Context: an optimization exercise on an open-source flow, tuned for small area, a short achievable clock period and few clock cycles. The choices shown serve that exercise and are no tape-out recipe.
Function was checked by simulation only, so behaviour that the tests miss may differ from the original.
Power and IR drop assume default switching activity.

==> design.v <==
`timescale 1ns/1ps
package mbuf_pkg;
    localparam int DEF_NUM_BANKS  = 4;
    localparam int DEF_BANK_DEPTH = 16;
    localparam int DEF_DATA_W     = 32;
    typedef enum logic [1:0] {
        BANK_FREE      = 2'd0,
        BANK_FILLED    = 2'd1,
        BANK_PROCESSED = 2'd2
    } bank_state_e;
endpackage
`timescale 1ns/1ps
`timescale 1ns/1ps
`timescale 1ns/1ps
module mbuf_onehot_mux #(
    parameter int N = 4,
    parameter int W = 32
) (
    input  logic [N-1:0]   sel,
    input  logic [N*W-1:0] din,
    output logic [W-1:0]   dout
);
    always_comb begin
        dout = '0;
        for (int i = 0; i < N; i++) begin
            dout = dout | (din[i*W +: W] & {W{sel[i]}});
        end
    end
endmodule
module mbuf_sel2 #(
    parameter int N = 16
) (
    input  logic         a,
    input  logic [N-1:0] x,
    input  logic         b,
    input  logic [N-1:0] y,
    output logic [N-1:0] sel
);
    assign sel = ({N{a}} & x) | ({N{b}} & y);
endmodule
`timescale 1ns/1ps
`timescale 1ns/1ps
`timescale 1ns/1ps
module mbuf_adapter_top #(
    parameter int NUM_BANKS  = mbuf_pkg::DEF_NUM_BANKS,
    parameter int BANK_DEPTH = mbuf_pkg::DEF_BANK_DEPTH,
    parameter int DATA_W     = mbuf_pkg::DEF_DATA_W,
    localparam int ADDR_W    = (BANK_DEPTH > 1) ? $clog2(BANK_DEPTH) : 1
) (
    input  logic                acc_clk,
    input  logic                aresetn,
    input  logic [DATA_W-1:0]   s_axis_tdata,
    input  logic                s_axis_tvalid,
    input  logic                s_axis_tlast,
    output logic                s_axis_tready,
    output logic [DATA_W-1:0]   m_axis_tdata,
    output logic                m_axis_tvalid,
    output logic                m_axis_tlast,
    input  logic                m_axis_tready,
    output logic                acc_start_ready,
    input  logic                acc_done,
    input  logic                acc_en,
    input  logic [DATA_W/8-1:0] acc_we,
    input  logic [ADDR_W-1:0]   acc_addr,
    input  logic [DATA_W-1:0]   acc_wdata,
    output logic [DATA_W-1:0]   acc_rdata
);
    localparam int SEL_W = (NUM_BANKS > 1) ? $clog2(NUM_BANKS) : 1;
    localparam int CNT_W = $clog2(NUM_BANKS + 1);
    localparam int BE_W  = DATA_W / 8;
    logic [DATA_W-1:0] mem [NUM_BANKS][BANK_DEPTH];
    logic [ADDR_W-1:0] last_idx [NUM_BANKS];
    logic              s_rdy_q;
    logic              in_mid_q;
    logic [ADDR_W-1:0] wr_cnt;
    logic [SEL_W-1:0]  wr_bank;
    logic [CNT_W-1:0]  n_full;      
    logic [NUM_BANKS-1:0]  wr_b_oh;     
    logic [BANK_DEPTH-1:0] wr_w_oh;
    logic              s_take;
    logic              s_take_last;
    assign s_axis_tready = s_rdy_q;
    assign s_take        = s_axis_tvalid && s_rdy_q;
    assign s_take_last   = s_take && s_axis_tlast;
    logic              acc_rdy_q;
    logic [SEL_W-1:0]  acc_ptr;
    logic [CNT_W-1:0]  n_wr;        
    logic [NUM_BANKS-1:0] acc_b_oh;    
    logic [NUM_BANKS-1:0] acc_own;     
    logic [NUM_BANKS-1:0] dr_ok;       
    logic              acc_fin;
    logic [DATA_W-1:0] rdata_q;
    assign acc_start_ready = acc_rdy_q;
    assign acc_rdata       = rdata_q;
    assign acc_fin         = acc_done && acc_rdy_q;
    logic                  m_v_q;
    logic                  m_last_q;
    logic [DATA_W-1:0]     m_data_q;
    logic [SEL_W-1:0]      dr_bank;
    logic [ADDR_W-1:0]     dr_ptr;
    logic [NUM_BANKS-1:0]  dr_b_oh;     
    logic [BANK_DEPTH-1:0] dr_w_oh;
    logic                  dr_lst_q;    
    logic                  dr_any_q;    
    logic [CNT_W-1:0]      n_dn;        
    logic                  dr_load;
    logic                  dr_free;
    logic [BE_W-1:0]       dr_fwd;      
    assign m_axis_tvalid = m_v_q;
    assign m_axis_tlast  = m_last_q;
    assign m_axis_tdata  = m_data_q;
    assign dr_load = (dr_any_q || acc_fin) && (!m_v_q || m_axis_tready);
    assign dr_free = dr_load && dr_lst_q;
    assign dr_fwd  = (!dr_any_q && acc_en && acc_addr == '0) ? acc_we : '0;
    logic [SEL_W-1:0] dr_bank_p1;
    logic             full3;
    logic             full4;
    logic             s_rdy_nx;
    logic             in_mid_nx;
    logic             lst_stay;     
    logic             lst_step;
    logic             lst_next;
    logic             acc_rdy_nx;
    always_comb begin
        case ({s_take_last, acc_fin})
            2'b10:   acc_rdy_nx = 1'b1;
            2'b01:   acc_rdy_nx = (n_wr != CNT_W'(1));
            default: acc_rdy_nx = acc_rdy_q;
        endcase
    end
    assign dr_bank_p1 = dr_bank + 1'b1;
    assign full3      = (n_full == CNT_W'(NUM_BANKS - 1));
    assign full4      = (n_full == CNT_W'(NUM_BANKS));
    assign in_mid_nx  = s_take ? !s_axis_tlast : in_mid_q;
    always_comb begin
        case ({s_take_last, dr_free})
            2'b10:   s_rdy_nx = !full3 && !full4;
            2'b01:   s_rdy_nx = 1'b1;
            default: s_rdy_nx = !full4;
        endcase
        s_rdy_nx = s_rdy_nx || in_mid_nx;
    end
    assign lst_stay = (s_take_last && wr_bank == dr_bank) ? (wr_cnt == dr_ptr)
                                                          : (last_idx[dr_bank] == dr_ptr);
    assign lst_step = (dr_ptr + 1'b1 == last_idx[dr_bank]);
    assign lst_next = (s_take_last && wr_bank == dr_bank_p1) ? (wr_cnt == '0)
                                                             : (last_idx[dr_bank_p1] == '0);
    always_ff @(posedge acc_clk) begin
        if (!aresetn) begin
            s_rdy_q   <= 1'b1;
            in_mid_q  <= 1'b0;
            wr_cnt    <= '0;
            wr_bank   <= '0;
            wr_b_oh   <= NUM_BANKS'(1);
            wr_w_oh   <= BANK_DEPTH'(1);
            n_full    <= '0;
            acc_rdy_q <= 1'b0;
            acc_ptr   <= '0;
            acc_b_oh  <= NUM_BANKS'(1);
            acc_own   <= '0;
            dr_ok     <= '1;
            n_wr      <= '0;
            m_v_q     <= 1'b0;
            dr_bank   <= '0;
            dr_ptr    <= '0;
            dr_b_oh   <= NUM_BANKS'(1);
            dr_w_oh   <= BANK_DEPTH'(1);
            dr_any_q  <= 1'b0;
            dr_lst_q  <= 1'b0;
            n_dn      <= '0;
        end else begin
            in_mid_q <= in_mid_nx;
            s_rdy_q  <= s_rdy_nx;
            case ({s_take_last, dr_free})
                2'b10:   n_full <= n_full + 1'b1;
                2'b01:   n_full <= n_full - 1'b1;
                default: ;
            endcase
            if (s_take) begin
                wr_cnt  <= s_axis_tlast ? '0 : wr_cnt + 1'b1;
                wr_w_oh <= s_axis_tlast ? BANK_DEPTH'(1) : {wr_w_oh[BANK_DEPTH-2:0], 1'b0};
            end
            if (s_take_last) begin
                wr_bank <= wr_bank + 1'b1;
                wr_b_oh <= {wr_b_oh[NUM_BANKS-2:0], wr_b_oh[NUM_BANKS-1]};
            end
            acc_rdy_q <= acc_rdy_nx;
            case ({s_take_last, acc_fin})
                2'b10:   n_wr <= n_wr + 1'b1;
                2'b01:   n_wr <= n_wr - 1'b1;
                default: ;
            endcase
            if (acc_fin) begin
                acc_ptr  <= acc_ptr + 1'b1;
                acc_b_oh <= {acc_b_oh[NUM_BANKS-2:0], acc_b_oh[NUM_BANKS-1]};
            end
            acc_own <= acc_rdy_nx ? (acc_fin ? {acc_b_oh[NUM_BANKS-2:0], acc_b_oh[NUM_BANKS-1]}
                                             : acc_b_oh)
                                  : '0;
            dr_ok   <= acc_rdy_nx ? ~(acc_fin ? {acc_b_oh[NUM_BANKS-2:0], acc_b_oh[NUM_BANKS-1]}
                                              : acc_b_oh)
                                  : '1;
            case ({acc_fin, dr_free})
                2'b10: begin
                    n_dn     <= n_dn + 1'b1;
                    dr_any_q <= 1'b1;
                end
                2'b01: begin
                    n_dn     <= n_dn - 1'b1;
                    dr_any_q <= (n_dn != CNT_W'(1));
                end
                default: ;
            endcase
            if (dr_load) begin
                m_v_q <= 1'b1;
            end else if (m_axis_tready) begin
                m_v_q <= 1'b0;
            end
            if (!dr_load) begin
                dr_lst_q <= lst_stay;
            end else if (dr_lst_q) begin
                dr_lst_q <= lst_next;
                dr_ptr   <= '0;
                dr_w_oh  <= BANK_DEPTH'(1);
                dr_bank  <= dr_bank_p1;
                dr_b_oh  <= {dr_b_oh[NUM_BANKS-2:0], dr_b_oh[NUM_BANKS-1]};
            end else begin
                dr_lst_q <= lst_step;
                dr_ptr   <= dr_ptr + 1'b1;
                dr_w_oh  <= {dr_w_oh[BANK_DEPTH-2:0], 1'b0};
            end
        end
    end
    always_ff @(posedge acc_clk) begin
        if (s_take_last) begin
            last_idx[wr_bank] <= wr_cnt;
        end
        if (dr_load) begin
            for (int y = 0; y < BE_W; y++) begin
                m_data_q[y*8 +: 8] <= dr_any_q  ? dr_word[y*8 +: 8]   :
                                      dr_fwd[y] ? acc_wdata[y*8 +: 8] : w0_word[y*8 +: 8];
            end
            m_last_q <= dr_lst_q;
        end
    end
    logic [DATA_W-1:0]     acc_word;
    logic [DATA_W-1:0]     dr_word;
    logic [DATA_W-1:0]     w0_word;
    logic [NUM_BANKS*DATA_W-1:0] bank_words;
    logic [NUM_BANKS*DATA_W-1:0] bank_w0;
    logic [BANK_DEPTH-1:0] acc_dec;
    always_comb begin
        for (int w = 0; w < BANK_DEPTH; w++) begin
            acc_dec[w] = (acc_addr == ADDR_W'(w));
        end
    end
    for (genvar b = 0; b < NUM_BANKS; b++) begin : g_rd
        logic [BANK_DEPTH*DATA_W-1:0] words;
        logic [BANK_DEPTH-1:0]        sel;
        for (genvar w = 0; w < BANK_DEPTH; w++) begin : g_w
            assign words[w*DATA_W +: DATA_W] = mem[b][w];
        end
        mbuf_sel2 #(.N(BANK_DEPTH)) u_sel (
            .a (acc_own[b]), .x (acc_dec), .b (dr_ok[b]), .y (dr_w_oh), .sel (sel)
        );
        assign bank_w0[b*DATA_W +: DATA_W] = mem[b][0];
        mbuf_onehot_mux #(.N(BANK_DEPTH), .W(DATA_W)) u_rd (
            .sel  (sel),
            .din  (words),
            .dout (bank_words[b*DATA_W +: DATA_W])
        );
    end
    mbuf_onehot_mux #(.N(NUM_BANKS), .W(DATA_W)) u_acc_rd (
        .sel (acc_b_oh), .din (bank_words), .dout (acc_word)
    );
    mbuf_onehot_mux #(.N(NUM_BANKS), .W(DATA_W)) u_dr_rd (
        .sel (dr_b_oh), .din (bank_words), .dout (dr_word)
    );
    mbuf_onehot_mux #(.N(NUM_BANKS), .W(DATA_W)) u_w0_rd (
        .sel (acc_b_oh), .din (bank_w0), .dout (w0_word)
    );
    always_ff @(posedge acc_clk) begin
        rdata_q <= acc_word;
    end
    for (genvar b = 0; b < NUM_BANKS; b++) begin : g_bank
        logic              fill_bank;
        logic              acc_bank;
        logic [DATA_W-1:0] wdata;
        assign fill_bank = wr_b_oh[b];
        assign acc_bank  = acc_own[b];
        assign wdata     = acc_bank ? acc_wdata : s_axis_tdata;
        logic [BE_W-1:0]   acc_by;
        assign acc_by = (acc_en && acc_bank) ? acc_we : '0;
        for (genvar w = 0; w < BANK_DEPTH; w++) begin : g_word
            logic fill_hit;
            assign fill_hit = s_take && fill_bank && wr_w_oh[w];
            for (genvar y = 0; y < BE_W; y++) begin : g_byte
                logic [7:0] q;
                always_ff @(posedge acc_clk) begin
                    if (fill_hit || (acc_dec[w] && acc_by[y])) begin
                        q <= wdata[y*8 +: 8];
                    end
                end
                assign mem[b][w][y*8 +: 8] = q;
            end
        end
    end
endmodule
==> flow/run.sh <==
#!/bin/bash
# Standard layout with the port buffers made from plain buffers and the
# resizer free to change a cell's footprint. Every tool's output goes to
# flow_make.log in this folder; ORFS keeps its own per-step logs in orfs/logs.
set -euo pipefail
bash standard.sh \
  MATCH_CELL_FOOTPRINT=0 \
  "BUFFER_PORTS_ARGS=-buffer_cell sky130_fd_sc_hd__buf_4" \
  finish > flow_make.log 2>&1
==> standard.sh <==
#!/bin/bash
# synth_recipe.tcl (not shown) runs the flow's synth.tcl, then flattens the netlist and writes it again
# the make line also repeats each setting of config.mk as NAME=value (left out here)
make -C /OpenROAD-flow-scripts/flow DESIGN_CONFIG=/design/flow/config.mk WORK_HOME=/design/flow/orfs CLKGATE_MAP_FILE= SYNTH_SCRIPT=/design/flow/synth_recipe.tcl "${@:-finish}"
==> config.mk <==
export PLATFORM = sky130hd
export DESIGN_NAME = mbuf_adapter_top
export DESIGN_NICKNAME = mbuf_adapter_top
export VERILOG_FILES = /design/flow/design.v
export SDC_FILE = /design/flow/constraint.sdc
export NUM_CORES = 4
export LEC_CHECK = 0
export CAP_MARGIN = 20
export CORE_MARGIN = 2
export CORE_UTILIZATION = 50
export SETUP_SLACK_MARGIN = 2.4
export SLEW_MARGIN = 20
export SYNTH_HIERARCHICAL = 1
export SYNTH_MINIMUM_KEEP_SIZE = 0
==> constraint.sdc <==
create_clock -name core_clock -period 5.0 [get_ports {acc_clk}]
set_input_delay 1.0000 -clock core_clock [delete_from_list [all_inputs] [get_ports {acc_clk}]]
set_output_delay 1.0000 -clock core_clock [all_outputs]
set_load 0.01 [all_outputs]
==> results of run 1 <==
==> routing by layer <==
layer  GRT usage  vias to the layer above  wire (um)
li1            -                    22190          -
met4      0.2183                       18      24750
met1      0.4791                    28920     116100
met5           0                        -        483
met2      0.5271                     4657     141300
met3      0.1174                     1098      44190
==> worst min-delay path, stage by stage <==
cell,delay [ps]
sky130_fd_sc_hd__buf_4,80
sky130_fd_sc_hd__nand2b_4,130
sky130_fd_sc_hd__a21boi_0,80
==> timing repair <==
| action | CTS | global route |
|---|---|---|
| setup buffers | 113 | 63 |
| pin swaps | 117 | 90 |
| endpoints found under the setup margin | 1509 | 382 |
| cloned | 53 | 9 |
| gates resized for setup | 385 | 177 |
==> state kept, by name (all words and copies together) (netlist names), 2 cells and up, named ones only <==
signal / count
wr_cnt: 4
wr_bank: 2
dr_b_oh: 4
dr_w_oh: 16
n_full: 3
acc_own: 4
dr_ptr: 4
last_idx: 16
m_data_q: 32
rdata_q: 32
n_dn: 3
dr_bank: 2
dr_ok: 4
wr_b_oh: 4
acc_b_oh: 4
n_wr: 3
wr_w_oh: 16
g_bank.g_word.g_byte.q: 2048
==> power by group through the flow <==
stage | Combinational, mW | Clock, mW | Sequential, mW
after floorplan | 1.28 | 0 | 21.0
after global placement | 2.40 | 0 | 21.1
after detailed placement | 2.42 | 0 | 21.1
after CTS | 2.79 | 16.2 | 20.7
after global routing | 3.13 | 16.9 | 20.7
final | 3.10 | 16.2 | 20.7
==> layout make-up <==
| cell class | count | area, um2 |
|---|---|---|
| fill | 12270 | 66910 |
| sequential | 2210 | 65290 |
| multi-input combinational | 2416 | 22530 |
| clock buffer | 281 | 5847 |
| timing repair buffer | 570 | 4925 |
| tap | 2218 | 2775 |
| clock inverter | 119 | 1120 |
| inverter | 35 | 211.5 |
| antenna | 17 | 42.54 |
| timing repair inverter | 1 | 8.758 |
==> worst max path at each step <==
stage / cells past startpoint / end / slack, ps / start
floorplan: 12 / m_data_q[21] / 1830 / acc_addr[0]
global placement: 12 / m_data_q[7] / 520 / acc_addr[0]
detailed placement: 11 / m_data_q[15] / 550 / acc_addr[0]
CTS: 12 / m_data_q[7] / 2000 / acc_addr[0]
global route: 12 / m_data_q[7] / 1870 / acc_addr[3]
finish: 8 / m_data_q[7] / 1810 / dr_w_oh[8]
==> cell usage in the layout (no fill, tap or decap), drive strengths merged, types with 12 or more instances in the layout <==
master     n
clkbuf   282
a221oi   512
buf      569
edfxtp  2097
nand4    131
diode     17
a21o      34
inv       35
nand2    233
mux2     129
and3      21
a21oi     36
a22oi    192
a22o     669
bufinv    17
o21ai    265
nor2      21
xnor2     12
and2      19
nor2b     26
dfxtp    113
ha        18
clkinv    94
a21boi    13
nand3     31
xor2      12
==> per-stage QoR <==
step	hold slack, ps	cell area (um2)
finish	473.8	102700
global route	483.4	102700
CTS	435.2	100900
detailed placement	474.9	90170
global placement	451.5	90170
floorplan	441.7	86930
==> cells by family after synthesis <==
group / after synthesis / synth area share
AO/OA/AOI/OAI: 1669 / 0.1551
XOR/XNOR: 24 / 0.002457
adder cells (fa/ha/maj): 18 / 0.002632
buffers and inverters: 366 / 0.02887
flip-flops: 2210 / 0.7624
multiplexers: 145 / 0.01958
AND/OR/NAND/NOR: 499 / 0.02898
==> load_flow_metrics.sql, run 1 <==
INSERT INTO impl_metrics (metric_group, metric, value, unit) VALUES
('status', 'run_status', 'timing/DRC/antenna clean', ''),
('clock_tree', 'cts_num_sinks', '2210', ''),
('placement', 'post-place-cells', '7211', ''),
('power', 'post-layout-total-power', '40.01', 'mW'),
('setup_path', 'critical_path.max_fanout', '32', ''),
('route', 'vias', '56880', ''),
('placement', 'dpl_worst_slack', '552.3', 'ps'),
('clock_tree', 'ctsLongestPathBuffers', '3', ''),
('setup_path', 'worst_setup_path_start_kind', 'flop', ''),
('sta', 'period_minus_slack', '3193', 'ps'),
('setup_path', 'worst_path_largest_cell_delay', '600', 'ps'),
('worst_hold_path', 'holdCritStartpoint', 'm_axis_tready', ''),
('sta', 'totalNegativeSetupSlack', '0', 'ps'),
('clock_tree', 'depth_of_the_cts_h_tree', '4', ''),
('global_route', 'grt_max_degree', '65', ''),
('synth', 'yosys.cell_types.count', '51', ''),
('floorplan', 'placement_rows', '151', ''),
('synth', 'syn-num-nets', '5028', ''),
('power', 'leakage_dissipation', '33.98', 'nW'),
('floorplan', 'fp.dieH', '417.7', 'um'),
('synth', 'synth-edff-count', '2097', ''),
('synth', 'share_of_async_settable_or_async_resettable_flops_after_synthesis', '0', ''),
('power', 'internal-power', '30.68', 'mW'),
('power', 'combinationalPowerShare', '0.078', ''),
('synth', 'post_synth_top_cells', '2097 x sky130_fd_sc_hd__edfxtp_1, 576 x sky130_fd_sc_hd__a22o_1, 504 x sky130_fd_sc_hd__a221oi_1', ''),
('setup_path', 'worst_path_top_cell_family_by_delay', 'compound AO/OA/AOI/OAI gates', ''),
('floorplan', 'design.die.area', '174500', 'um2'),
('floorplan', 'floorplan.die.width', '417.7', 'um'),
('layout', 'layout.nets', '5549', ''),
('global_route', 'grt_pass1_vias', '52630', ''),
('power', 'power.switching', '9.329', 'mW'),
('clock_tree', 'number_of_buffers_created_by_cts', '218', ''),
('setup_path', 'cp_common_cell', 'sky130_fd_sc_hd__a22o_1', ''),
('route', 'avgViaCountPerCell', '7.230', ''),
('setup_path', 'crit_required', '5610', 'ps'),
('placement', 'place_hpwl', '193600', 'um'),
('route', 'route.final.wire_length', '326800', 'um'),
('sta', 'final_max_slew_viol_count', '0', ''),
('setup_path', 'r2r_slack', '1810', 'ps'),
('setup_path', 'critical-path-slowest-cell', 'sky130_fd_sc_hd__dfxtp_1', ''),
('sta', 'layout_worst_path_cycle_share', '0.6387', ''),
('clock_tree', 'cts_tree', 'done', ''),
('power', 'p_per_area', '389.4', 'nW/um2'),
('power', 'power.sequential.fraction', '0.518', ''),
('synth', 'yosys.area.top_type', 'sky130_fd_sc_hd__edfxtp_1', ''),
('placement', 'buffer_ports.inserted', '146', ''),
('power', 'power_switching_share', '0.2331', ''),
('sta', 'setup_ws', '1807', 'ps'),
('setup_path', 'reg2regPathDepth', '8', ''),
('clock_tree', 'root_buffer_selected_by_cts', 'sky130_fd_sc_hd__clkbuf_16', ''),
('route', 'detail_route.iter0.violations', '9677', ''),
('global_route', 'grt-ovfl-total', '0', ''),
('layout', 'post-route-util', '0.6056', ''),
('synth', 'netlist_instances', '4931', ''),
('power', 'power_frac_clock', '0.404', ''),
('setup_path', 'cp_class', 'reg -> reg', ''),
('synth', 'yosysWarnings', '10', ''),
('setup_path', 'arrival', '3810', 'ps'),
('worst_hold_path', 'min_delay_path_class', 'in -> reg', ''),
('global_route', 'grt_antenna_before_repair', '17', ''),
('worst_hold_path', 'min_path_cells', '3', ''),
('global_route', 'groute.usage.overall', '0.3634', ''),
('sta', 'fmax', '0.3132', 'GHz'),
('route', 'drt-pass1-iter-count', '9', ''),
('setup_path', 'timing.critical_path.to_type', 'flop', ''),
('global_route', 'grt_pass1_wl', '434000', 'um'),
('sta', 'rsz0062_at_grt', 'true', ''),
('layout', 'share_of_cells_above_drive_strength_1', '0.2937', ''),
('floorplan', 'placeableCoreArea', '169700', 'um2'),
('sta', 'hold_viol_final', '0', ''),
('placement', 'gp_congestion', '0.9624', '');
Testbench counts, summed over its fixed seeds: cycles 3,630.
==> run 2: changes to the inputs <==
--- a/design.v
+++ b/design.v
@@ -239,4 +239,3 @@
             for (int y = 0; y < BE_W; y++) begin
-                m_data_q[y*8 +: 8] <= dr_any_q  ? dr_word[y*8 +: 8]   :
-                                      dr_fwd[y] ? acc_wdata[y*8 +: 8] : w0_word[y*8 +: 8];
+                m_data_q[y*8 +: 8] <= dr_word[y*8 +: 8];
             end
@@ -275,4 +274,10 @@
     );
-    mbuf_onehot_mux #(.N(NUM_BANKS), .W(DATA_W)) u_dr_rd (
-        .sel (dr_b_oh), .din (bank_words), .dout (dr_word)
+    logic [DATA_W-1:0] dr_alt;
+    for (genvar y = 0; y < BE_W; y++) begin : g_alt
+        assign dr_alt[y*8 +: 8] = dr_fwd[y] ? acc_wdata[y*8 +: 8] : w0_word[y*8 +: 8];
+    end
+    mbuf_onehot_mux #(.N(NUM_BANKS + 1), .W(DATA_W)) u_dr_rd (
+        .sel  ({!dr_any_q, dr_b_oh & {NUM_BANKS{dr_any_q}}}),
+        .din  ({dr_alt, bank_words}),
+        .dout (dr_word)
     );
--- a/config.mk
+++ b/config.mk
@@ -10,3 +10,5 @@
 export CORE_UTILIZATION = 50
-export SETUP_SLACK_MARGIN = 2.4
+export CTS_CLUSTER_DIAMETER = 90
+export CTS_CLUSTER_SIZE = 26
+export SETUP_SLACK_MARGIN = 2.5
 export SLEW_MARGIN = 20
==> run 2 against run 1 <==
Against the previous run:
- total power fell by 17%
- utilization fell by 2.0 points
- clock skew fell by 11 ps
- non-clock buffer count rose by 51
- worst hold slack improved by 6.7 ps
==> load_flow_metrics.sql, run 2 <==
INSERT INTO impl_metrics (metric_group, metric, value, unit) VALUES
('status', 'run_status', 'timing/DRC/antenna clean', ''),
('synth', 'main_synth_ff_type', 'sky130_fd_sc_hd__edfxtp_1', ''),
('clock_tree', 'number_of_buffers_created_by_cts', '97', ''),
('sta', 'totalNegativeSetupSlack', '0', 'ps'),
('setup_path', 'cp_common_cell', 'sky130_fd_sc_hd__buf_12', ''),
('clock_tree', 'ctsLongestPathBuffers', '3', ''),
('layout', 'mostFrequentLayoutCell', 'sky130_fd_sc_hd__edfxtp_1', ''),
('synth', 'synth_seq_area_share', '0.7636', ''),
('synth', 'synth_top_area_share', '0.7371', ''),
('floorplan', 'placeableCoreArea', '169500', 'um2'),
('placement', 'post-place-cells', '7176', ''),
('global_route', 'grt_pass1_wl', '416500', 'um'),
('route', 'drt.antenna.violating_nets', '0', ''),
('clock_tree', 'cts_num_sinks', '2210', ''),
('setup_path', 'timing.critical_path.to_type', 'flop', ''),
('placement', 'place_hpwl', '194800', 'um'),
('sta', 'fmax', '0.3517', 'GHz'),
('layout', 'registers.top_by_ff_count', 'g_bank.g_word.g_byte.q', ''),
('synth', 'yosys.area.top_type', 'sky130_fd_sc_hd__edfxtp_1', ''),
('setup_path', 'critical-path-slowest-cell', 'sky130_fd_sc_hd__a222oi_1', ''),
('power', 'p_per_area', '335.9', 'nW/um2'),
('synth', 'syn-cell-area', '85430', 'um2'),
('layout', 'largest_register_ffs', '2048', ''),
('clock_tree', 'depth_of_the_cts_h_tree', '3', ''),
('setup_path', 'path_buf_inv', '4', ''),
('route', 'vias', '54770', ''),
('sta', 'rsz0062_at_grt', 'true', ''),
('worst_hold_path', 'min_delay_path_class', 'reg -> reg', ''),
('floorplan', 'fp.dieH', '417.3', 'um'),
('setup_path', 'sequence_of_cells_on_the_critical_path', 'buf_12, nor2b_4, nand3_4, clkinv_8, buf_12, a22o_4, buf_12, a22o_1, a221oi_2, nand4_1, a222oi_1, nand2_1', ''),
('synth', 'synth_most_common_cell', 'sky130_fd_sc_hd__edfxtp_1', ''),
('route', 'avgViaCountPerCell', '7.179', ''),
('global_route', 'groute.layer.met1.usage', '0.4670', ''),
('power', 'leakage_dissipation', '32.23', 'nW'),
('sta', 'tightest_slew', '1192', 'ps'),
('clock_tree', 'cts_hold_repair.buffers', '0', ''),
('global_route', 'grt_pass1_vias', '50490', ''),
('sta', 'relSlewSlack', '0.2054', ''),
('synth', 'yosys.cell_types.count', '51', ''),
('floorplan', 'design.die.area', '174200', 'um2'),
('global_route', 'gr_busiest_metal', 'met2', ''),
('layout', 'layout.nets', '5436', ''),
('placement', 'buffer_ports.inserted', '146', ''),
('clock_tree', 'cts_tree', 'done', ''),
('global_route', 'grt_antenna_before_repair', '20', ''),
('sta', 'final_max_slew_viol_count', '0', ''),
('sta', 'finalSetupViolCount', '0', ''),
('sta', 'period_minus_slack', '2844', 'ps'),
('layout', 'multi_input_area', '22650', 'um2'),
('route', 'route.final.wire_length', '313600', 'um'),
('setup_path', 'worst_setup_path_start_kind', 'primary input', ''),
('layout', 'n_fill_cell', '12590', ''),
('sta', 'clock_skew', '35.07', 'ps'),
('global_route', 'groute.usage.overall', '0.3460', ''),
('route', 'drt-pass1-iter-count', '7', ''),
('sta', 'layout_worst_path_cycle_share', '0.5687', ''),
('setup_path', 'arrival', '3360', 'ps'),
('setup_path', 'crit_required', '5520', 'ps'),
('route', 'wl_per_cell', '41.10', 'um'),
('floorplan', 'floorplan.die.width', '417.3', 'um'),
('layout', 'seqCellArea', '65280', 'um2'),
('floorplan', 'placement_rows', '151', ''),
('layout', 'most-common-layout-cells', '2097 x sky130_fd_sc_hd__edfxtp_1, 523 x sky130_fd_sc_hd__buf_4, 502 x sky130_fd_sc_hd__a22o_1', ''),
('setup_path', 'cp_class', 'in -> reg', ''),
('synth', 'post_synth_top_cells', '2097 x sky130_fd_sc_hd__edfxtp_1, 544 x sky130_fd_sc_hd__a22o_1, 504 x sky130_fd_sc_hd__a221oi_1', ''),
('power', 'ir_worst_vdd', '280.3', 'uV'),
('synth', 'synthesis.area_per_instance', '17.46', 'um2'),
('setup_path', 'critical_path.max_fanout', '8', ''),
('synth', 'syn-num-nets', '4991', ''),
('synth', 'synth_area_leaders', 'sky130_fd_sc_hd__edfxtp_1 74%, sky130_fd_sc_hd__a22o_1 5.6%, sky130_fd_sc_hd__a221oi_1 5.2%', ''),
('floorplan', 'i_o_pin_count', '147', ''),
('setup_path', 'cp.depth', '12', ''),
('clock_tree', 'root_buffer_selected_by_cts', 'sky130_fd_sc_hd__clkbuf_16', ''),
('setup_path', 'reg2regPathDepth', '6', ''),
('global_route', 'gr-usage-met2', '0.5275', ''),
('synth', 'yosysWarnings', '11', ''),
('placement', 'gp_congestion', '0.9800', ''),
('layout', 'syn2layout_area_growth', '16.18', '%'),
('job', 'max_cap_violations', '0', ''),
('global_route', 'grt-ovfl-total', '0', ''),
('sta', 'hold_viol_final', '0', ''),
('synth', 'netlist_instances', '4894', ''),
('clock_tree', 'worstSkewPairLatency', '770', 'ps'),
('synth', 'synth-edff-count', '2097', ''),
('layout', 'post_layout_nonfiller_instances', '7630', ''),
('setup_path', 'worst_path_largest_cell_delay', '400', 'ps'),
('floorplan', 'initial_utilization', '0.5041', ''),
('clock_tree', 'worst_setup_hold_path_clk_slew', '110', 'ps'),
('synth', 'ys_seq_elements', '2210', ''),
('route', 'detail_route.iter0.violations', '9224', ''),
('setup_path', 'r2r_slack', '2190', 'ps'),
('layout', 'share_of_cells_above_drive_strength_1', '0.2884', ''),
('global_route', 'gr-usage-met3', '0.09735', ''),
('worst_hold_path', 'min_path_cells', '2', ''),
('setup_path', 'worst_path_top_cell_family_by_delay', 'compound AO/OA/AOI/OAI gates', ''),
('route', 'detail_route.drc_violations', '0', ''),
('global_route', 'grt_max_degree', '54', ''),
('layout', 'registers_with_the_highest_flip_flop_counts', 'g_bank.g_word.g_byte.q (2048), m_data_q (32), rdata_q (32)', ''),
('synth', 'share_of_async_settable_or_async_resettable_flops_after_synthesis', '0', '');
[run 2: layout make-up]
class | instances | area share
Antenna cell | 6 | 0.0001513
Clock buffer | 154 | 0.02782
Clock inverter | 12 | 0.001122
Inverter | 36 | 0.002143
Multi-Input combinational cell | 2373 | 0.2282
Sequential cell | 2210 | 0.6578
Tap cell | 2218 | 0.02796
Timing Repair Buffer | 621 | 0.05480
[run 2: report_power, final]
group          switching, mW  internal, mW
logic                   1.99          1.03
registers              0.222          20.5
clock network           5.71          3.87
[run 2: what timing repair did]
item,CTS,global route
pin swaps,139,118
endpoints found under the setup margin,1868,301
resized for setup,373,215
buffers inserted,169,60
gates cloned,40,13
[run 2: through the flow]
stage	hold slack [ps]	utilization	total power [mW]	cell area [um2]	worst slack, ps
after floorplan	441.7	-	22.30	87080	2058
final	480.5	0.5856	33.34	99250	2156
after global routing	504.0	0.5856	34.00	99240	2148
after detailed placement	475.7	0.5333	23.51	90390	907.3
after global placement	456.3	0.5332	23.49	90360	885.4
after CTS	490.0	0.5742	33.08	97310	2247
[run 2: logic make-up after synthesis]
| group | after synthesis | share of synthesized area |
|---|---|---|
| DFF | 2210 | 0.7636 |
| buffers and inverters | 361 | 0.02837 |
| AOI/OAI and AO/OA | 1601 | 0.1499 |
| muxes | 178 | 0.02395 |
| adders and majority gates | 18 | 0.002636 |
| and+or+nand+nor | 502 | 0.02903 |
| xor gates and xnor gates | 24 | 0.002461 |
[run 2: worst min-delay path: stages, from the launching register on]
cell                       delay, ps
sky130_fd_sc_hd__dfxtp_1         340
sky130_fd_sc_hd__nand2_1          50
sky130_fd_sc_hd__a21boi_0         60
[run 2: final timing paths]
| path | start | to |
|---|---|---|
| max | acc_addr[3] | m_data_q[1] |
| min | dr_b_oh[0] | dr_b_oh[1] |
| max reg2reg | dr_w_oh[11] | m_data_q[0] |
| min reg2reg | dr_b_oh[0] | dr_b_oh[1] |
[run 2: per-layer routing]
metal	routed length [um]	vias up
met1	115000	28470
met4	17780	30
met2	141100	3798
li1	-	21690
met5	438	-
met3	39240	786
Testbench counts of run 2, summed over its fixed seeds: cycles 3,630.
==> run 3: changes to the inputs <==
--- a/design.v
+++ b/design.v
@@ -40,2 +40,17 @@
 endmodule
+module mbuf_sel_pd #(
+    parameter int NLO = 4,
+    parameter int NHI = 4
+) (
+    input  logic               own,
+    input  logic [NLO-1:0]     lo,
+    input  logic [NHI-1:0]     hi,
+    input  logic               dok,
+    input  logic [NLO*NHI-1:0] y,
+    output logic [NLO*NHI-1:0] sel
+);
+    for (genvar w = 0; w < NLO * NHI; w++) begin : g_w
+        assign sel[w] = (own && hi[w / NLO] && lo[w % NLO]) || (dok && y[w]);
+    end
+endmodule
 `timescale 1ns/1ps
@@ -249,6 +264,16 @@
     logic [NUM_BANKS*DATA_W-1:0] bank_w0;
+    localparam int LO_W = ADDR_W / 2;
+    localparam int HI_W = ADDR_W - LO_W;
     logic [BANK_DEPTH-1:0] acc_dec;
+    logic [(1<<LO_W)-1:0]  acc_lo;      
+    logic [(1<<HI_W)-1:0]  acc_hi;
     always_comb begin
+        for (int i = 0; i < (1 << LO_W); i++) begin
+            acc_lo[i] = (acc_addr[LO_W-1:0] == LO_W'(i));
+        end
+        for (int i = 0; i < (1 << HI_W); i++) begin
+            acc_hi[i] = (acc_addr[ADDR_W-1:LO_W] == HI_W'(i));
+        end
         for (int w = 0; w < BANK_DEPTH; w++) begin
-            acc_dec[w] = (acc_addr == ADDR_W'(w));
+            acc_dec[w] = acc_hi[w >> LO_W] && acc_lo[w % (1 << LO_W)];
         end
@@ -261,4 +286,5 @@
         end
-        mbuf_sel2 #(.N(BANK_DEPTH)) u_sel (
-            .a (acc_own[b]), .x (acc_dec), .b (dr_ok[b]), .y (dr_w_oh), .sel (sel)
+        mbuf_sel_pd #(.NLO(1 << LO_W), .NHI(1 << HI_W)) u_sel (
+            .own (acc_own[b]), .lo (acc_lo), .hi (acc_hi),
+            .dok (dr_ok[b]), .y (dr_w_oh), .sel (sel)
         );
--- a/config.mk
+++ b/config.mk
@@ -12,3 +12,3 @@
 export CTS_CLUSTER_SIZE = 26
-export SETUP_SLACK_MARGIN = 2.5
+export SETUP_SLACK_MARGIN = 2.6
 export SLEW_MARGIN = 20
==> run 3 against run 2 <==
Against the previous run:
- still clean on timing, DRC and antenna
- combinational power increased by 2%
- clock power increased by 4%
- register-to-register slack improved by 110 ps
- non-clock buffer count decreased by 35
- clock skew decreased by 8.2 ps
- largest cell class unchanged
- largest power group unchanged
==> load_flow_metrics.sql, run 3 <==
INSERT INTO impl_metrics (metric_group, metric, value, unit) VALUES
('route', 'route.final.wire_length', '286300', 'um'),
('route', 'detail_route.iter0.violations', '7111', ''),
('sta', 'hold_viol_final', '0', ''),
('setup_path', 'r2r_slack', '2300', 'ps'),
('setup_path', 'timing.critical_path.to_type', 'flop', ''),
('sta', 'finalSetupViolCount', '0', ''),
('placement', 'post-place-cells', '7137', ''),
('synth', 'synth_area_leaders', 'sky130_fd_sc_hd__edfxtp_1 74%, sky130_fd_sc_hd__a221oi_1 5.2%, sky130_fd_sc_hd__a22o_1 5.2%', ''),
('clock_tree', 'depth_of_the_cts_h_tree', '3', ''),
('layout', 'share_of_cells_above_drive_strength_1', '0.3250', ''),
('floorplan', 'floorplan.die.width', '417.3', 'um'),
('synth', 'share_of_async_settable_or_async_resettable_flops_after_synthesis', '0', ''),
('floorplan', 'placeableCoreArea', '169500', 'um2'),
('setup_path', 'cp_class', 'in -> reg', ''),
('layout', 'syn2layout_area_growth', '18.61', '%'),
('clock_tree', 'ctsLongestPathBuffers', '3', ''),
('sta', 'layout_worst_path_cycle_share', '0.5595', ''),
('synth', 'ys_seq_elements', '2210', ''),
('power', 'leakage_dissipation', '32.30', 'nW'),
('sta', 'relSlewSlack', '0.2341', ''),
('global_route', 'grt_pass1_vias', '49770', ''),
('floorplan', 'placement_rows', '151', ''),
('layout', 'post_layout_nonfiller_instances', '7605', ''),
('route', 'wl_per_cell', '37.65', 'um'),
('power', 'power_switching_share', '0.2381', ''),
('global_route', 'grt-ovfl-total', '0', ''),
('clock_tree', 'worst_setup_hold_path_clk_slew', '110', 'ps'),
('power', 'ir_worst_vdd', '264.6', 'uV'),
('placement', 'place_hpwl', '190000', 'um'),
('power', 'combinationalPowerShare', '0.091', ''),
('sta', 'tightest_slew', '1146', 'ps'),
('synth', 'netlist_instances', '4884', ''),
('layout', 'largest_register_ffs', '2048', ''),
('synth', 'yosysWarnings', '11', ''),
('placement', 'buffer_ports.inserted', '146', ''),
('layout', 'registers.top_by_ff_count', 'g_bank.g_word.g_byte.q', ''),
('global_route', 'grt_antenna_before_repair', '19', ''),
('synth', 'synthesis.area_per_instance', '17.49', 'um2'),
('sta', 'rsz0062_at_grt', 'true', ''),
('setup_path', 'crit_required', '5500', 'ps'),
('synth', 'synth-edff-count', '2097', ''),
('synth', 'post_synth_top_cells', '2097 x sky130_fd_sc_hd__edfxtp_1, 504 x sky130_fd_sc_hd__a221oi_1, 504 x sky130_fd_sc_hd__a22o_1', ''),
('power', 'internal-power', '25.80', 'mW'),
('job', 'max_cap_violations', '0', ''),
('sta', 'clock_skew', '26.90', 'ps'),
('synth', 'syn-num-nets', '4982', ''),
('synth', 'synth_seq_area_share', '0.7638', ''),
('layout', 'registers_with_the_highest_flip_flop_counts', 'g_bank.g_word.g_byte.q (2048), m_data_q (32), rdata_q (32)', ''),
('setup_path', 'worst_path_largest_cell_delay', '360', 'ps'),
('placement', 'gp_congestion', '0.9821', ''),
('sta', 'final_max_slew_viol_count', '0', ''),
('clock_tree', 'cts_num_sinks', '2210', ''),
('worst_hold_path', 'min_delay_path_class', 'reg -> reg', ''),
('route', 'detail_route.drc_violations', '0', ''),
('route', 'vias', '52140', ''),
('sta', 'totalNegativeSetupSlack', '0', 'ps'),
('sta', 'fmax', '0.3574', 'GHz'),
('floorplan', 'initial_utilization', '0.5039', ''),
('power', 'p_per_area', '334.3', 'nW/um2'),
('power', 'power.sequential.fraction', '0.614', ''),
('sta', 'period_minus_slack', '2798', 'ps'),
('route', 'drt.antenna.violating_nets', '0', ''),
('clock_tree', 'cts_tree', 'done', ''),
('global_route', 'grt_pass1_wl', '388700', 'um'),
('layout', 'mostFrequentLayoutCell', 'sky130_fd_sc_hd__edfxtp_1', ''),
('synth', 'synth_most_common_cell', 'sky130_fd_sc_hd__edfxtp_1', ''),
('setup_path', 'arrival', '3300', 'ps'),
('setup_path', 'critical-path-slowest-cell', 'sky130_fd_sc_hd__a32o_2', ''),
('power', 'power.switching', '8.063', 'mW'),
('global_route', 'groute.usage.overall', '0.3170', ''),
('synth', 'yosys.area.top_type', 'sky130_fd_sc_hd__edfxtp_1', ''),
('setup_path', 'critical_path.max_fanout', '32', ''),
('power', 'power_frac_clock', '0.295', ''),
('clock_tree', 'worstSkewPairLatency', '760', 'ps'),
('clock_tree', 'number_of_buffers_created_by_cts', '102', ''),
('setup_path', 'worst_setup_path_start_kind', 'primary input', ''),
('status', 'run_status', 'timing/DRC/antenna clean', ''),
('route', 'drt-pass1-iter-count', '8', ''),
('route', 'avgViaCountPerCell', '6.856', ''),
('synth', 'main_synth_ff_type', 'sky130_fd_sc_hd__edfxtp_1', ''),
('floorplan', 'fp.dieH', '417.3', 'um'),
('synth', 'synth_top_area_share', '0.7373', ''),
('layout', 'most-common-layout-cells', '2097 x sky130_fd_sc_hd__edfxtp_1, 503 x sky130_fd_sc_hd__a22o_1, 423 x sky130_fd_sc_hd__buf_4', ''),
('clock_tree', 'root_buffer_selected_by_cts', 'sky130_fd_sc_hd__clkbuf_16', ''),
('setup_path', 'sequence_of_cells_on_the_critical_path', 'buf_12, buf_4, and2_4, a32o_2, buf_12, a221oi_4, nand4_1, buf_4, a222oi_1, nand2_1', ''),
('synth', 'syn-cell-area', '85400', 'um2'),
('layout', 'layout.nets', '5395', ''),
('floorplan', 'i_o_pin_count', '147', ''),
('sta', 'fin_worst_hold_slack', '489.0', 'ps'),
('floorplan', 'design.die.area', '174100', 'um2'),
('synth', 'yosys.cell_types.count', '63', ''),
('global_route', 'grt_max_degree', '67', '');
run 3: cell types whose count changed in the layout (fill, tap and decap cells not counted), sizes merged, moves of 16 or more:
cell | before | now
a21boi | 12 | 29
a32o | 0 | 98
nand3b | 0 | 16
buf | 616 | 576
a22o | 626 | 512
nand2 | 241 | 266
and3 | 22 | 5
run 3: power by group through the flow:
| stage | Combinational (mW) | Clock, mW | Sequential [mW] |
|---|---|---|---|
| 5_1_grt | 3.18 | 10.7 | 20.8 |
| 6_report | 3.07 | 10.0 | 20.8 |
| 2_1_floorplan | 1.37 | 0 | 21.1 |
| 4_1_cts | 2.85 | 10.1 | 20.8 |
| 3_5_place_dp | 2.48 | 0 | 21.2 |
| 3_3_place_gp | 2.44 | 0 | 21.2 |
run 3: cells by family after synthesis:
kind of cell / after synthesis / share of synthesized area
fa+ha+maj: 19 / 0.002872
compound gates: 1609 / 0.1517
buf+inv: 347 / 0.02697
flops: 2210 / 0.7638
xor+xnor: 22 / 0.002344
simple gates: 502 / 0.02885
mux: 175 / 0.02348
run 3: through the flow:
| step | setup slack (ps) | instance area, um2 | util | power [mW] |
|---|---|---|---|---|
| global route | 2179 | 101300 | 0.5976 | 34.66 |
| CTS | 2334 | 99600 | 0.5877 | 33.73 |
| detailed placement | 1098 | 92490 | 0.5458 | 23.65 |
| finish | 2202 | 101300 | 0.5977 | 33.86 |
| floorplan | 2183 | 89200 | - | 22.42 |
| global placement | 1107 | 92470 | 0.5456 | 23.61 |
run 3: path summary, 6_finish.rpt:
| path | startpoint | endpoint | cells after the start |
|---|---|---|---|
| worst min-delay path | dr_b_oh[2] | dr_b_oh[2] | 2 |
| worst min register to register | dr_b_oh[2] | dr_b_oh[2] | 2 |
| worst max register to register | dr_w_oh[11] | m_data_q[3] | 8 |
| worst max-delay path | acc_addr[0] | m_data_q[12] | 10 |
run 3: layout make-up:
class | instances | area (um2)
clock inverter | 26 | 297.8
antenna | 18 | 45.04
sequential | 2210 | 65300
tap | 2218 | 2775
multi-input combinational | 2374 | 24270
inverter | 23 | 105.1
timing repair buffer | 586 | 5664
fill | 12400 | 68170
clock buffer | 150 | 2838
run 3: critical path: cells and delay by family:
family	cells	cell delay, ps
compound gates	3	1050
buf+inv	4	620
simple gates	3	530
run 3: repair_timing:
item                       in CTS  in global routing
pin swaps                     205                142
cloned                         40                 19
buffers inserted              161                 54
gates resized for setup       372                129
setup endpoints to repair    2123                495
hold buffers                    0                  0
run 3: layer usage:
metal / track usage / up-vias / part of all wire
met5: 0 / - / 0.00060
met4: 0.1185 / 6 / 0.047
met3: 0.05733 / 504 / 0.089
met2: 0.5108 / 2679 / 0.48
met1: 0.4322 / 27260 / 0.39
li1: - / 21690 / -
Testbench counts of run 3, summed over its fixed seeds: cycles 3,630.
==> run 4: changes to the inputs <==
--- a/config.mk
+++ b/config.mk
@@ -7,9 +7,9 @@
 export LEC_CHECK = 0
-export CAP_MARGIN = 20
+export CAP_MARGIN = 10
 export CORE_MARGIN = 2
 export CORE_UTILIZATION = 50
-export CTS_CLUSTER_DIAMETER = 90
-export CTS_CLUSTER_SIZE = 26
-export SETUP_SLACK_MARGIN = 2.6
-export SLEW_MARGIN = 20
+export CTS_CLUSTER_DIAMETER = 80
+export CTS_CLUSTER_SIZE = 24
+export SETUP_SLACK_MARGIN = 2.4
+export SLEW_MARGIN = 10
 export SYNTH_HIERARCHICAL = 1
==> run 4 against run 3 <==
Against the previous run:
- critical path depth unchanged
- sequential power about the same
- setup slack got worse by 84 ps
- sequential share of layout area grew 1.9 points
- worst hold slack worse by 8.7 ps
- via count increased by 0.37%
- synthesized cell count unchanged
- highest routed layer unchanged
- non-clock buffer count down 28
- first-iteration DRC count up 5.7%
- still clean on timing, DRC and antenna
==> load_flow_metrics.sql, run 4 <==
INSERT INTO impl_metrics (metric_group, metric, value, unit) VALUES
('status', 'run_status', 'timing/DRC/antenna clean', ''),
('synth', 'synth_xor_area_frac', '0.002344', ''),
('synth', 'syn-num-nets', '4982', ''),
('placement', 'place_hpwl', '190200', 'um'),
('sta', 'totalNegativeSetupSlack', '0', 'ps'),
('synth', 'post_synth_fa_ha_maj_area_fraction', '0.002872', ''),
('sta', 'clock_skew', '30.99', 'ps'),
('floorplan', 'i_o_pin_count', '147', ''),
('synth', 'yosysWarnings', '11', ''),
('route', 'route.final.wire_length', '283000', 'um'),
('setup_path', 'timing.rr.start', 'dr_w_oh[11]', ''),
('route', 'vias', '52330', ''),
('floorplan', 'placement_rows', '151', ''),
('layout', 'seqCellArea', '65280', 'um2'),
('synth', 'yosys.cell_types.count', '63', ''),
('setup_path', 'reg2regPathDepth', '7', ''),
('route', 'avgViaCountPerCell', '6.916', ''),
('power', 'p_per_area', '345.6', 'nW/um2'),
('synth', 'synthesis.area_per_instance', '17.49', 'um2'),
('route', 'detail_route.drc_violations', '0', ''),
('worst_hold_path', 'holdCritStartpoint', 'in_mid_q', ''),
('floorplan', 'fp.dieH', '417.3', 'um'),
('layout', 'multi_input_area', '21890', 'um2');
-- run 4: cell counts after synthesis --
No cell type changed its count.
-- run 4: worst max path at each step --
stage | startpoint | end | cells past startpoint | slack (ps)
after floorplan | acc_addr[2] | m_data_q[20] | 9 | 2180
after global placement | acc_addr[0] | m_data_q[8] | 10 | 550
after detailed placement | acc_addr[0] | m_data_q[31] | 9 | 640
after CTS | acc_addr[0] | m_data_q[14] | 11 | 2230
after global routing | acc_addr[0] | m_data_q[27] | 11 | 2130
final | acc_addr[1] | m_data_q[31] | 10 | 2120
-- run 4: final cells by class --
| cell class | instances | area share |
|---|---|---|
| Sequential cell | 2210 | 0.6637 |
| Multi-Input combinational cell | 2352 | 0.2226 |
| Timing Repair Buffer | 558 | 0.04944 |
| Clock buffer | 156 | 0.03159 |
| Tap cell | 2218 | 0.02822 |
| Clock inverter | 27 | 0.002455 |
| Inverter | 23 | 0.001272 |
| Antenna cell | 21 | 0.0005343 |
| Timing Repair inverter | 2 | 0.0001781 |
-- run 4: logic make-up (layout without fill, tap and decap cells) --
group / Yosys count / in the layout
flip-flops: 2210 / 2210
AO/OA/AOI/OAI: 1609 / 1630
AND/OR/NAND/NOR: 502 / 506
buffers and inverters: 347 / 766
multiplexers: 175 / 175
XOR/XNOR: 22 / 22
adder cells (fa/ha/maj): 19 / 19
other: 0 / 21
-- run 4: routing by layer --
layer | track usage | vias up
li1 | - | 21580
met2 | 0.4936 | 3029
met1 | 0.4290 | 27190
met3 | 0.05952 | 540
met5 | 0 | -
met4 | 0.1345 | 2
-- run 4: metrics by stage --
stage | instances | setup slack [ps] | hold slack, ps | power [mW]
final | 7567 | 2118 | 480.3 | 33.99
after CTS | 7496 | 2227 | 484.8 | 33.87
after detailed placement | 7156 | 637.4 | 463.8 | 23.60
after floorplan | 4884 | 2183 | 441.7 | 22.37
after global routing | 7563 | 2125 | 502.3 | 34.75
after global placement | 7156 | 553.0 | 458.9 | 23.55
-- run 4: repair_timing --
action,in CTS,in global routing
buffers inserted,137,41
cloned,20,9
setup endpoints to repair,1185,316
pin swaps,131,73
gates resized for setup,328,107
-- run 4: power breakdown --
group | switching, mW | internal (mW)
logic | 1.84 | 1.03
clock network | 5.85 | 4.46
registers | 0.289 | 20.5
-- run 4: critical path, delay by kind of cell --
family,cells,cell delay (ps)
buf+inv,3,530
simple gates,3,610
compound gates,4,1220

## separate check: timing with driven ports
No port has a modelled driver above. Below, the same layouts with a new extraction and two added sets of constraints.
Step 1 assumes that a clkbuf_16 drives the clock port and a buf_2 every other input.
Step 2 moves the port delays by t, midway between the first and last clock arrival at a register: inputs arrive t later, outputs are due t later. That takes back most of the time a late clock gives input paths.
Three values: ideal, step 1, step 2; two values: the first two.
run	t, ns	setup WS [ns]	slew at the worst register clock pin (ns)
run 1	0.967	1.807 / 1.735 / 0.768	0.07 / 0.07
run 2	0.833	2.156 / 2.071 / 1.239	0.12 / 0.12
run 3	0.831	2.202 / 2.155 / 1.324	0.11 / 0.11
run 4	0.833	2.118 / 2.165 / 1.332	0.10 / 0.10
After both steps every run listed still meets setup and hold. The setup slack of run 1, which loses most, moves by -0.072 ns with the drivers and by -1.039 ns with both steps.
